This is an optimization exercise on Yosys and OpenROAD, whose aim is small area, not a production implementation. Only simulation tests tie the RTL to the original design; equivalence was not proved. No activity file was given, so power comes from the tool's default toggle rates.

P:
// inst_fetch_queue
module inst_fetch_queue
#(
  parameter int DEPTH = 64,
  parameter int IW    = ppc_pkg::INST_W,
  parameter int PW    = 6
) (
  input  logic            clk,
  input  logic            rst,
  input  logic            flush,
  input  logic            push_valid,
  input  logic [0:2*IW-1] push_data,
  output logic            push_ready,
  output logic            head0_valid,
  output logic [0:IW-1]   head0_inst,
  output logic            head1_valid,
  output logic [0:IW-1]   head1_inst,
  input  logic [0:1]      pop_count,
  output logic [0:PW]     count,
  output logic            overflow_err,
  output logic            pop_err
);
  localparam int ROWS = DEPTH / 2;
  localparam int RW   = PW - 1;
  logic            headPar;
  logic [ROWS-1:0] oddRowOh, evenRowOh;
  logic [RW-1:0]   tailRow;
  logic [PW:0]     occ;
  logic            head0Even, head0Odd, head1Even, head1Odd;
  logic [1:0]      popReq;
  logic [1:0]      popEff;
  logic            pushAcc;
  logic            pushRefused;
  logic            popBad;
  logic            ge1, ge2;
  logic            oddRowStep, evenRowStep;
  logic            headParNext;
  ...
For scale: roughly 2,100 flip-flops, about 77,000 um2 of cells after synthesis.
Settings: LEC_CHECK=0, CAP_MARGIN=20, CORE_MARGIN=2, CORE_UTILIZATION=60, CTS_CLUSTER_DIAMETER=100, CTS_CLUSTER_SIZE=30, SLEW_MARGIN=20, SYNTH_HIERARCHICAL=1; clock period 5.5 ns.
run.sh (not shown) runs the stock make flow with config.mk's settings and CLKGATE_MAP_FILE= SYNTH_SCRIPT=/design/flow/synth_recipe.tcl, a recipe that flattens the netlist after the stock synthesis.
P went all the way through the flow, and no timing, DRC or antenna check failed.
For Q, these inputs were changed with respect to P:
Settings: CORE_UTILIZATION: 60 -> 40.
## What came out
- Q: flow completed, timing, DRC and antenna clean
- P: all stages complete, timing, DRC and antenna checks passed
- The run showing the smaller die height is P.
- In the reports for P and Q, the smaller minimum setup slack in the final design belongs to P.
- Q against P: period utilization dropped 4.0 points; via count -2,408.
Relative to Q, the following input files were edited for R:
Settings: changing CORE_UTILIZATION from 40 to 60.
==> flow/flow/run.sh (new file) <==
#!/bin/bash
# The standard layout (standard.sh: the standard synthesis, then ORFS to finish), with one
# change: the buffers ORFS puts on the input and output ports are buf_2 cells instead of the
# resizer's default pick. Every port still gets its own buffer.
set -euo pipefail
export BUFFER_PORTS_ARGS="-buffer_cell sky130_fd_sc_hd__buf_2"
bash standard.sh finish > standard_finish.log 2>&1
==> flow/standard.sh (new file) <==
#!/bin/bash
# synth_recipe.tcl (not shown) runs the flow's synth.tcl, then flattens the netlist and writes it again
# the make line also repeats each setting of config.mk as NAME=value (left out here)
make -C /OpenROAD-flow-scripts/flow DESIGN_CONFIG=/design/flow/config.mk WORK_HOME=/design/flow/orfs CLKGATE_MAP_FILE= SYNTH_SCRIPT=/design/flow/synth_recipe.tcl "${@:-finish}"
removed: flow/run.sh
==> results.txt <==
Pin count of the biggest net entering global routing (higher): R. Changes observed in R relative to Q: area of all placed cells without fillers shrank by 2.6%, count of clock-buffer cells in the layout shrank by 3.

========
== v6 ==
Another version of the RTL of inst_fetch_queue (not shown whole).
For scale: ~6800 cells after synthesis, about 2100 flip-flops, about 150 I/O pins, about 0.076 mm^2 of cells after synthesis.
==> flow/design.v (excerpt) <==
module inst_fetch_queue
#(
  parameter int DEPTH = 64,
  parameter int IW    = ppc_pkg::INST_W,
  parameter int PW    = 6
) (
  input  logic            clk,
  input  logic            rst,
  input  logic            flush,
  input  logic            push_valid,
  input  logic [0:2*IW-1] push_data,
  output logic            push_ready,
  output logic            head0_valid,
  output logic [0:IW-1]   head0_inst,
  output logic            head1_valid,
  output logic [0:IW-1]   head1_inst,
  input  logic [0:1]      pop_count,
  output logic [0:PW]     count,
  output logic            overflow_err,
  output logic            pop_err
);
make LEC_CHECK=0 CAP_MARGIN=20 CORE_MARGIN=2 CORE_UTILIZATION=40 CTS_CLUSTER_DIAMETER=100 CTS_CLUSTER_SIZE=30 SETUP_SLACK_MARGIN=0.2 SLEW_MARGIN=20 SYNTH_HIERARCHICAL=1 finish   # period 5.5 ns
Stock flow here: none of the scripts above is used.
Per the final summary, v6 finished and its layout is clean on timing, DRC and antenna.
The following lists how v7 was set up differently from v6:
- clearing CTS_CLUSTER_DIAMETER, which used to be 100
- clearing CTS_CLUSTER_SIZE, which used to be 30
- clearing SETUP_SLACK_MARGIN, which used to be 0.2
==> comparison <==
Nothing crashed in v7 and all stages finished; the problem is that the final layout failed, the offending checks being setup timing.
The higher detail-routed net length per standard cell came out of v6.
The global-route usage of v7 is higher than that of v6.
[compare] base=v6 new=v7: cell count increased 2.8%, total design power has increased, clock-buffer cell count shows an increase of about 240%.

========
inst_fetch_queue, a different RTL version from the one above (not shown whole).
Size: about 6700 cells after synthesis, ~2100 flip-flops, about 150 I/O pins, ~75000 um^2 of cells after synthesis.
Design inst_fetch_queue, start of the top module:
module inst_fetch_queue
#(
  parameter int DEPTH = 64,
  parameter int IW    = ppc_pkg::INST_W,
  parameter int PW    = 6
) (
  input  logic            clk,
  input  logic            rst,
  input  logic            flush,
  input  logic            push_valid,
  input  logic [0:2*IW-1] push_data,
  output logic            push_ready,
  output logic            head0_valid,
  output logic [0:IW-1]   head0_inst,
  output logic            head1_valid,
  output logic [0:IW-1]   head1_inst,
  input  logic [0:1]      pop_count,
  output logic [0:PW]     count,
  output logic            overflow_err,
  output logic            pop_err
);
Settings: LEC_CHECK=0, CAP_MARGIN=20, CORE_MARGIN=2, CORE_UTILIZATION=40, SLEW_MARGIN=20, SYNTH_HIERARCHICAL=1; clock period 5.5 ns.
The starting point finished but fails on negative setup slack.
Then changed:
CORE_UTILIZATION = 55   (was 40)
CTS_BUF_LIST = sky130_fd_sc_hd__clkbuf_4 sky130_fd_sc_hd__clkbuf_8   (was unset)
The changed run reached the layout checks and failed them: negative setup slack; area after synthesis stays the same; flip-flop and latch count stays the same; setup slack is worse by 0.20 ns.

========
The RTL this note starts from:
==> flow/design.v <==
package ppc_pkg;
  localparam int INST_W  = 32;
  localparam int FETCH_W = 64;
  localparam logic [1:0] POP_NONE = 2'd0;
  localparam logic [1:0] POP_ONE  = 2'd1;
  localparam logic [1:0] POP_TWO  = 2'd2;
  function automatic logic [1:0] clampPop(input logic [1:0] req);
    clampPop = (req == 2'd3) ? POP_TWO : req;
  endfunction
endpackage
module iq_storage #(
  parameter int ROWS = 32,
  parameter int IW   = 32
) (
  input  logic            clk,
  input  logic [ROWS-1:0] wrSel,
  input  logic [ROWS-1:0] wrHold,
  input  logic [0:IW-1]   wrEven,
  input  logic [0:IW-1]   wrOdd,
  input  logic [ROWS-1:0] rdSelEven,
  input  logic [ROWS-1:0] rdSelOdd,
  output logic [0:IW-1]   rdEven,
  output logic [0:IW-1]   rdOdd
);
  logic [ROWS-1:0][0:IW-1] even;
  logic [ROWS-1:0][0:IW-1] odd;
  for (genvar i = 0; i < ROWS; i++) begin : g_row
    always_ff @(posedge clk) begin
      even[i] <= (wrEven & {IW{wrSel[i]}}) | (even[i] & {IW{wrHold[i]}});
      odd[i]  <= (wrOdd  & {IW{wrSel[i]}}) | (odd[i]  & {IW{wrHold[i]}});
    end
  end
  always_comb begin
    rdEven = '0;
    rdOdd  = '0;
    for (int i = 0; i < ROWS; i++) begin
      rdEven = rdEven | (even[i] & {IW{rdSelEven[i]}});
      rdOdd  = rdOdd  | (odd[i]  & {IW{rdSelOdd[i]}});
    end
  end
endmodule
module inst_fetch_queue
#(
  parameter int DEPTH = 64,
  parameter int IW    = ppc_pkg::INST_W,
  parameter int PW    = 6
) (
  input  logic            clk,
  input  logic            rst,
  input  logic            flush,
  input  logic            push_valid,
  input  logic [0:2*IW-1] push_data,
  output logic            push_ready,
  output logic            head0_valid,
  output logic [0:IW-1]   head0_inst,
  output logic            head1_valid,
  output logic [0:IW-1]   head1_inst,
  input  logic [0:1]      pop_count,
  output logic [0:PW]     count,
  output logic            overflow_err,
  output logic            pop_err
);
  localparam int ROWS = DEPTH / 2;
  localparam int RW   = PW - 1;
  logic            headPar;
  logic [RW-1:0]   oddRow, evenRow;
  logic [RW-1:0]   tailRow;
  logic [PW:0]     occ;
  logic            head0Even, head0Odd, head1Even, head1Odd;
  logic [1:0]      popReq;
  logic [1:0]      popEff;
  logic            pushAcc;
  logic            pushRefused;
  logic            popBad;
  logic            ge1, ge2;
  logic            oddRowStep, evenRowStep;
  logic            headParNext;
  logic [PW:0]     occNext;
  logic            ge1Next, ge2Next;
  assign ge1         = (occ != '0);
  assign ge2         = (occ[PW:1] != '0);
  assign push_ready  = ~occ[PW] & ~(&occ[PW-1:0]);
  assign pushAcc     = push_valid & push_ready & ~flush;
  assign pushRefused = push_valid & ~push_ready & ~flush;
  assign popReq = ppc_pkg::clampPop(pop_count);
  assign popEff = ge2 ? popReq : {1'b0, ge1 & (popReq != 2'd0)};
  assign popBad = ~flush & ((pop_count == 2'd3) | (~ge2 & (pop_count > 2'(occ[0]))));
  assign oddRowStep  = popEff[1] | (popEff[0] &  headPar);
  assign evenRowStep = popEff[1] | (popEff[0] & ~headPar);
  assign headParNext = headPar ^ popEff[0];
  assign occNext     = occ - (PW+1)'(popEff) + (pushAcc ? (PW+1)'(2) : '0);
  assign ge1Next     = (occNext != '0);
  assign ge2Next     = (occNext[PW:1] != '0);
  always_ff @(posedge clk or posedge rst) begin
    if (rst) begin
      headPar      <= 1'b0;
      oddRow       <= '0;
      evenRow      <= '0;
      tailRow      <= '0;
      occ          <= '0;
      head0Even    <= 1'b0;
      head0Odd     <= 1'b0;
      head1Even    <= 1'b0;
      head1Odd     <= 1'b0;
      overflow_err <= 1'b0;
      pop_err      <= 1'b0;
    end else begin
      if (flush) begin
        headPar   <= 1'b0;
        oddRow    <= '0;
        evenRow   <= '0;
        tailRow   <= '0;
        occ       <= '0;
        head0Even <= 1'b0;
        head0Odd  <= 1'b0;
        head1Even <= 1'b0;
        head1Odd  <= 1'b0;
      end else begin
        headPar <= headParNext;
        if (oddRowStep)  oddRow    <= oddRow + RW'(1);
        if (evenRowStep) evenRow   <= evenRow + RW'(1);
        if (pushAcc)     tailRow   <= tailRow + RW'(1);
        occ       <= occNext;
        head0Even <= ~headParNext & ge1Next;
        head0Odd  <=  headParNext & ge1Next;
        head1Even <=  headParNext & ge2Next;
        head1Odd  <= ~headParNext & ge2Next;
      end
      if (pushRefused) overflow_err <= 1'b1;
      if (popBad)      pop_err      <= 1'b1;
    end
  end
  logic [ROWS-1:0] wrSel, wrHold;
  always_comb begin
    for (int i = 0; i < ROWS; i++) wrSel[i] = pushAcc & (tailRow == RW'(i));
  end
  assign wrHold = ~wrSel;
  logic [ROWS-1:0] rdSelEven, rdSelOdd;
  logic [0:IW-1]   rdEven, rdOdd;
  always_comb begin
    for (int i = 0; i < ROWS; i++) begin
      rdSelEven[i] = (evenRow == RW'(i));
      rdSelOdd[i]  = (oddRow  == RW'(i));
    end
  end
  iq_storage #(
    .ROWS (ROWS),
    .IW   (IW)
  ) storage (
    .clk       (clk),
    .wrSel     (wrSel),
    .wrHold    (wrHold),
    .wrEven    (push_data[0:IW-1]),
    .wrOdd     (push_data[IW:2*IW-1]),
    .rdSelEven (rdSelEven),
    .rdSelOdd  (rdSelOdd),
    .rdEven    (rdEven),
    .rdOdd     (rdOdd)
  );
  assign count       = occ;
  assign head0_valid = ge1;
  assign head1_valid = ge2;
  assign head0_inst  = (rdEven & {IW{head0Even}}) | (rdOdd & {IW{head0Odd}});
  assign head1_inst  = (rdEven & {IW{head1Even}}) | (rdOdd & {IW{head1Odd}});
endmodule
export LEC_CHECK = 0
export CAP_MARGIN = 20
export CORE_MARGIN = 2
export CORE_UTILIZATION = 60
export CTS_CLUSTER_DIAMETER = 100
export CTS_CLUSTER_SIZE = 30
export SETUP_SLACK_MARGIN = 0.15
export SLEW_MARGIN = 20
export SYNTH_HIERARCHICAL = 1
create_clock -name core_clock -period 5.5 [get_ports {clk}]
standard.sh (not shown) runs the stock make flow with config.mk's settings and CLKGATE_MAP_FILE= SYNTH_SCRIPT=/design/flow/synth_recipe.tcl, a recipe that flattens the netlist after the stock synthesis.
==> flow/flow/run.sh <==
#!/bin/bash
# The standard layout (standard.sh: the standard synthesis, then ORFS to finish), with one
# change: the buffers ORFS puts on the input and output ports are buf_2 cells instead of the
# resizer's default pick. Every port still gets its own buffer.
set -euo pipefail
export BUFFER_PORTS_ARGS="-buffer_cell sky130_fd_sc_hd__buf_2"
bash standard.sh finish > standard_finish.log 2>&1
The starting point produced a clean layout.
Rerun with:
- CORE_UTILIZATION: 60 -> 70
- CTS_BUF_LIST: default -> sky130_fd_sc_hd__clkbuf_8
- CTS_CLUSTER_DIAMETER: 100 -> 60
- CTS_CLUSTER_SIZE: 30 -> 20
=> Count of clock-buffer cells in the layout came out higher by 74; routed wire length is lower by about 8%; power is higher by about 4%; worst setup slack got worse by 0.030 ns; final area climbs by about 0.43%; global-route usage grows by 2.9 points; core utilization goes up by 11 points.
Rerun with:
- CORE_UTILIZATION: 70 -> 80
- CTS_BUF_LIST: sky130_fd_sc_hd__clkbuf_8 -> default
- CTS_CLUSTER_DIAMETER: 60 -> 100
- CTS_CLUSTER_SIZE: 20 -> 30
=> The new run finished with timing, DRC and antenna clean. Wire length came out lower slightly. Clock power came out lower by roughly a tenth. Via count came out higher by a few percent. Power came out lower by a few percent. Critical path depth came out lower by 1. Die area came out lower by roughly a tenth. Combinational power came out lower by a few percent. Cell count came out lower by a few percent. Worst setup slack improves by 0.080 ns. Count of clock-buffer cells in the layout came out lower by 70. Design area came out lower slightly.

==> afterwards: timing with drivers on the ports <==
The results above use ideal ports. As a check the final layouts listed here were re-extracted and re-timed, cells and wires unchanged. Step 1 (the two cells are an assumption about what drives the block):
set clk [get_ports {clk}]
set_driving_cell -lib_cell sky130_fd_sc_hd__clkbuf_16 $clk
set_driving_cell -lib_cell sky130_fd_sc_hd__buf_2 [delete_from_list [all_inputs] $clk]
Step 2, shift: input delay + t, output delay - t, t = (earliest + latest rising clock arrival at the registers) / 2. This alone moves slack from input paths to output paths. Three values: ideal, step 1, step 2; two values: the first two.
run | t, ns | setup slack, ns | worst hold slack (ns) | pins driven straight from the clock port
P | 0.811 | 0.184 / 0.107 / 0.918 | 0.473 / 0.473 / 0.473 | 1
Q | 0.833 | 0.402 / 0.315 / 1.087 | 0.483 / 0.483 / 0.483 | 1
R | 0.799 | 0.606 / 0.529 / 1.194 | 0.483 / 0.430 / 0.483 | 1
v6 | 0.836 | 0.083 / -0.002 / 0.834 | 0.477 / 0.477 / 0.477 | 1
v7 | 0.928 | -0.012 / -0.097 / 0.831 | 0.463 / 0.463 / 0.463 | 1
the first run of note 3 | 0.926 | -0.104 / -0.194 / 0.672 | 0.473 / 0.473 / 0.473 | 1
the second run of note 3 | 1.111 | -0.307 / -0.393 / 0.717 | 0.470 / 0.470 / 0.470 | 1
the first run of note 4 | 0.800 | 0.131 / 0.053 / 0.721 | 0.429 / 0.372 / 0.482 | 1
the second run of note 4 | 0.978 | 0.101 / 0.025 / 0.976 | 0.284 / 0.227 / 0.483 | 1
the third run of note 4 | 0.799 | 0.181 / 0.097 / 0.869 | 0.473 / 0.410 / 0.486 | 1
